What follows belongs to an exercise in optimizing a design on an open flow for small area; a production flow would make more cautious choices.
In this exercise RTL edits were held to simulation tests only and were not proved equivalent to the original.
Power is estimated from default activity; no workload was simulated.

==> 09-28: inputs <==
==> flow/design.v <==
module rs_station #(
    parameter int ENTRY_NUM = 16,
    parameter int DATA_W    = 32,
    parameter int OPNUM_W   = 6,
    parameter int ROB_ID_W  = 4
) (
    input  logic                clk,
    input  logic                rst_n,
    input  logic                clear,
    input  logic                dispatch_valid,
    input  logic [OPNUM_W-1:0]  dispatch_opnum,
    input  logic                dispatch_q1_pending,
    input  logic                dispatch_q2_pending,
    input  logic [ROB_ID_W-1:0] dispatch_q1,
    input  logic [ROB_ID_W-1:0] dispatch_q2,
    input  logic [DATA_W-1:0]   dispatch_v1,
    input  logic [DATA_W-1:0]   dispatch_v2,
    input  logic [DATA_W-1:0]   dispatch_imm,
    input  logic [DATA_W-1:0]   dispatch_pc,
    input  logic [ROB_ID_W-1:0] dispatch_rob_id,
    output logic                full,
    input  logic                alu_valid,
    input  logic [ROB_ID_W-1:0] alu_rob_id,
    input  logic [DATA_W-1:0]   alu_data,
    input  logic                lsb_valid,
    input  logic [ROB_ID_W-1:0] lsb_rob_id,
    input  logic [DATA_W-1:0]   lsb_data,
    output logic [OPNUM_W-1:0]  opnum_to_ex,
    output logic [DATA_W-1:0]   v1_to_ex,
    output logic [DATA_W-1:0]   v2_to_ex,
    output logic [DATA_W-1:0]   imm_to_ex,
    output logic [DATA_W-1:0]   pc_to_ex,
    output logic [ROB_ID_W-1:0] rob_id_to_ex
);
    logic [ENTRY_NUM-1:0] busy_q;
    logic [ENTRY_NUM-1:0] q1p_q;
    logic [ENTRY_NUM-1:0] q2p_q;
    logic [ENTRY_NUM-1:0][OPNUM_W-1:0]  op_q;
    logic [ENTRY_NUM-1:0][DATA_W-1:0]   v1_q;    
    logic [ENTRY_NUM-1:0][DATA_W-1:0]   v2_q;
    logic [ENTRY_NUM-1:0][DATA_W-1:0]   imm_q;
    logic [ENTRY_NUM-1:0][DATA_W-1:0]   pc_q;
    logic [ENTRY_NUM-1:0][ROB_ID_W-1:0] rob_q;
    logic [ENTRY_NUM-1:0] grant_q;
    logic [ENTRY_NUM-1:0] ready_s, free_s;
    logic [ENTRY_NUM-1:0] issue_oh, free_oh, we_s;
    logic [ENTRY_NUM-1:0] ready_below, free_below;
    logic                 fire_s;
    assign full    = &busy_q;
    assign ready_s = busy_q & ~q1p_q & ~q2p_q;
    assign free_s  = ~busy_q;
    always_comb begin
        ready_below[0] = 1'b0;
        free_below[0]  = 1'b0;
        for (int i = 1; i < ENTRY_NUM; i++) begin
            ready_below[i] = ready_below[i-1] | ready_s[i-1];
            free_below[i]  = free_below[i-1]  | free_s[i-1];
        end
    end
    assign issue_oh = ready_s & ~ready_below;
    assign free_oh  = free_s & ~free_below;
    assign fire_s   = dispatch_valid & ~clear & ~full;
    assign we_s     = free_oh & {ENTRY_NUM{fire_s}};
    logic d1a, d1l, d2a, d2l;
    logic [DATA_W-1:0] dv1, dv2;
    assign d1a = dispatch_q1_pending & alu_valid & (alu_rob_id == dispatch_q1);
    assign d1l = dispatch_q1_pending & lsb_valid & (lsb_rob_id == dispatch_q1);
    assign d2a = dispatch_q2_pending & alu_valid & (alu_rob_id == dispatch_q2);
    assign d2l = dispatch_q2_pending & lsb_valid & (lsb_rob_id == dispatch_q2);
    assign dv1 = d1a ? alu_data : d1l ? lsb_data :
                 {dispatch_v1[DATA_W-1:ROB_ID_W],
                  dispatch_q1_pending ? dispatch_q1 : dispatch_v1[ROB_ID_W-1:0]};
    assign dv2 = d2a ? alu_data : d2l ? lsb_data :
                 {dispatch_v2[DATA_W-1:ROB_ID_W],
                  dispatch_q2_pending ? dispatch_q2 : dispatch_v2[ROB_ID_W-1:0]};
    logic [ENTRY_NUM-1:0] w1a, w1l, w2a, w2l;
    always_comb begin
        for (int i = 0; i < ENTRY_NUM; i++) begin
            logic m1a, m1l, m2a, m2l;
            m1a = alu_valid & (alu_rob_id == v1_q[i][ROB_ID_W-1:0]);
            m1l = lsb_valid & (lsb_rob_id == v1_q[i][ROB_ID_W-1:0]);
            m2a = alu_valid & (alu_rob_id == v2_q[i][ROB_ID_W-1:0]);
            m2l = lsb_valid & (lsb_rob_id == v2_q[i][ROB_ID_W-1:0]);
            w1a[i] = ~we_s[i] & q1p_q[i] & m1a;
            w1l[i] = ~we_s[i] & q1p_q[i] & ~m1a & m1l;
            w2a[i] = ~we_s[i] & q2p_q[i] & m2a;
            w2l[i] = ~we_s[i] & q2p_q[i] & ~m2a & m2l;
        end
    end
    always_ff @(posedge clk or negedge rst_n) begin
        if (!rst_n) begin
            busy_q  <= {ENTRY_NUM{1'b0}};
            grant_q <= {ENTRY_NUM{1'b0}};
        end else begin
            busy_q  <= clear ? {ENTRY_NUM{1'b0}} : ((busy_q & ~issue_oh) | we_s);
            grant_q <= clear ? {ENTRY_NUM{1'b0}} : issue_oh;
        end
    end
    always_ff @(posedge clk) begin
        for (int i = 0; i < ENTRY_NUM; i++) begin
            if (we_s[i]) begin
                q1p_q[i] <= dispatch_q1_pending & ~d1a & ~d1l;
                q2p_q[i] <= dispatch_q2_pending & ~d2a & ~d2l;
                op_q[i]  <= dispatch_opnum;
                imm_q[i] <= dispatch_imm;
                pc_q[i]  <= dispatch_pc;
                rob_q[i] <= dispatch_rob_id;
            end else begin
                if (w1a[i] | w1l[i]) q1p_q[i] <= 1'b0;
                if (w2a[i] | w2l[i]) q2p_q[i] <= 1'b0;
            end
            v1_q[i] <= ({DATA_W{we_s[i]}} & dv1) | ({DATA_W{w1a[i]}} & alu_data) |
                       ({DATA_W{w1l[i]}} & lsb_data) |
                       ({DATA_W{~(we_s[i] | w1a[i] | w1l[i])}} & v1_q[i]);
            v2_q[i] <= ({DATA_W{we_s[i]}} & dv2) | ({DATA_W{w2a[i]}} & alu_data) |
                       ({DATA_W{w2l[i]}} & lsb_data) |
                       ({DATA_W{~(we_s[i] | w2a[i] | w2l[i])}} & v2_q[i]);
        end
    end
    always_comb begin
        opnum_to_ex  = {OPNUM_W{1'b0}};
        v1_to_ex     = {DATA_W{1'b0}};
        v2_to_ex     = {DATA_W{1'b0}};
        imm_to_ex    = {DATA_W{1'b0}};
        pc_to_ex     = {DATA_W{1'b0}};
        rob_id_to_ex = {ROB_ID_W{1'b0}};
        for (int i = 0; i < ENTRY_NUM; i++) begin
            opnum_to_ex  = opnum_to_ex  | ({OPNUM_W{grant_q[i]}}  & op_q[i]);
            v1_to_ex     = v1_to_ex     | ({DATA_W{grant_q[i]}}   & v1_q[i]);
            v2_to_ex     = v2_to_ex     | ({DATA_W{grant_q[i]}}   & v2_q[i]);
            imm_to_ex    = imm_to_ex    | ({DATA_W{grant_q[i]}}   & imm_q[i]);
            pc_to_ex     = pc_to_ex     | ({DATA_W{grant_q[i]}}   & pc_q[i]);
            rob_id_to_ex = rob_id_to_ex | ({ROB_ID_W{grant_q[i]}} & rob_q[i]);
        end
    end
endmodule
==> flow/flow/run.sh <==
#!/bin/bash
# Standard layout, except that ABC maps the combinational logic with an
# area-oriented script (flow/abc.script) in place of ORFS's abc_speed.script.
# Synthesis is otherwise the standard synthesis (synth_recipe.tcl).
set -euo pipefail
W=$PWD
rm -rf "$W/myscripts"
cp -r "$FLOW_HOME/scripts" "$W/myscripts"
cp "$W/flow/abc.script" "$W/myscripts/abc_speed.script"
SCRIPTS_DIR="$W/myscripts" bash standard.sh synth > "$W/synth_stage.log" 2>&1
BUFFER_PORTS_ARGS="-buffer_cell sky130_fd_sc_hd__buf_1" bash standard.sh > "$W/layout_stage.log" 2>&1
==> flow/flow/abc.script <==
strash
&get -n
&st
&dch -f
&nf -a -R 1000
&put
topo
dnsize -c
==> flow/standard.sh <==
#!/bin/bash
# synth_recipe.tcl (not shown) runs the flow's synth.tcl, then flattens the netlist and writes it again
# the make line also repeats each setting of config.mk as NAME=value (left out here)
make -C /OpenROAD-flow-scripts/flow DESIGN_CONFIG=/design/flow/config.mk WORK_HOME=/design/flow/orfs CLKGATE_MAP_FILE= SYNTH_SCRIPT=/design/flow/synth_recipe.tcl "${@:-finish}"
==> flow/config.mk <==
export PLATFORM = sky130hd
export DESIGN_NAME = rs_station
export DESIGN_NICKNAME = rs_station
export VERILOG_FILES = /design/flow/design.v
export SDC_FILE = /design/flow/constraint.sdc
export NUM_CORES = 4
export LEC_CHECK = 0
export CAP_MARGIN = 20
export CELL_PAD_IN_SITES_DETAIL_PLACEMENT = 1
export CELL_PAD_IN_SITES_GLOBAL_PLACEMENT = 2
export CORE_MARGIN = 2
export CORE_UTILIZATION = 35
export CTS_CLUSTER_DIAMETER = 70
export CTS_CLUSTER_SIZE = 30
export PLACE_DENSITY = 0.5
export SLEW_MARGIN = 20
==> flow/constraint.sdc <==
create_clock -name core_clock -period 5.5 [get_ports {clk}]
set_input_delay 1.1000 -clock core_clock [delete_from_list [all_inputs] [get_ports {clk}]]
set_output_delay 1.1000 -clock core_clock [all_outputs]
set_load 0.01 [all_outputs]
==> 02-07: changes against 09-28 <==
Settings changed: CTS_CLUSTER_DIAMETER 70 to not set, CTS_CLUSTER_SIZE 30 to not set.
==> notes <==
Combinational power is about the same in 09-28 and 02-07. Against 02-07, the cell count of 09-28 is lower by 1.5%. In 02-07 the clock skew is higher than in 09-28, by 0.011 ns. In 02-07 the design area is larger than in 09-28, by about 2.4%. In sequential power, 02-07 and 09-28 hardly differ. Between 09-28 and 02-07, the lower via count is in 09-28 (gap 0.62%, measured against 02-07). Against 09-28, the clock power of 02-07 is higher by 28%. In critical path depth, 02-07 and 09-28 do not differ.
==> figures <==
| metric | 02-07 | 09-28 |
|---|---|---|
| Outcome | no timing/DRC/antenna violations | no timing/DRC/antenna violations |
| Number of buffers inserted during clock tree synthesis | 282 | 165 |
| Leakage power summed over all cells | 37.28 nW | 36.01 nW |
| Clkbuf count | 399 | 190 |
| Number of antenna violations at the first check in global routing | 52 | 48 |
| Clk pwr share | 37.7% | 32.1% |
| Proportion of cell area spent on the clock network | 7.921% | 5.706% |
| Data-path buffer share of cell area in the final layout | 4.682% | 4.795% |
| Fraction of area in multi-input gates | 29.71% | 30.43% |
| Post-Route Hold Slack | 0.3955 ns | 0.4222 ns |
| Clock latency on the worst-skew pair | 0.95 ns | 0.87 ns |
| Area growth syn-to-layout | 21.02% | 18.18% |
| Final standard cell area without fillers | 108300 µm² | 105800 µm² |
| Clk buf depth | 4 | 3 |
| Clock group power | 0.0178 W | 0.0139 W |
| Crit share post-route | 87.62% | 86.69% |
| Ratio of cells with drive above 1 in the final layout | 12.72% | 12.13% |
| Sw Pwr | 0.01265 W | 0.01258 W |

re-timing with driven ports:
Ports are ideal in the flow. The routed layouts listed here were re-timed in OpenROAD.
Step 1 (the two cells are an assumption about what drives the block):
set clk [get_ports {clk}]
set_driving_cell -lib_cell sky130_fd_sc_hd__clkbuf_16 $clk
set_driving_cell -lib_cell sky130_fd_sc_hd__buf_2 [delete_from_list [all_inputs] $clk]
Step 2 also shifts input and output timing later by t, the mid clock arrival at the registers, as if the neighbouring blocks saw the same clock.
Three values: ideal ports, drivers, drivers and shift; two values: the first two.
| run | shift t [ns] | setup slack, ns | slew at the worst register clock pin (ns) | worst data-port slew with drivers (ns) | cell pins on the clock port's net |
|---|---|---|---|---|---|
| 09-28 | 0.932 | 0.732 / 0.636 / 0.649 | 0.11 / 0.11 | 0.19 | 1 |
| 02-07 | 1.010 | 0.681 / 0.581 / 0.663 | 0.07 / 0.07 | 0.19 | 1 |
After both steps every run listed still meets setup and hold. For 09-28, which loses most, drivers alone change the setup slack by -0.096 ns; drivers and shift together by -0.083 ns.
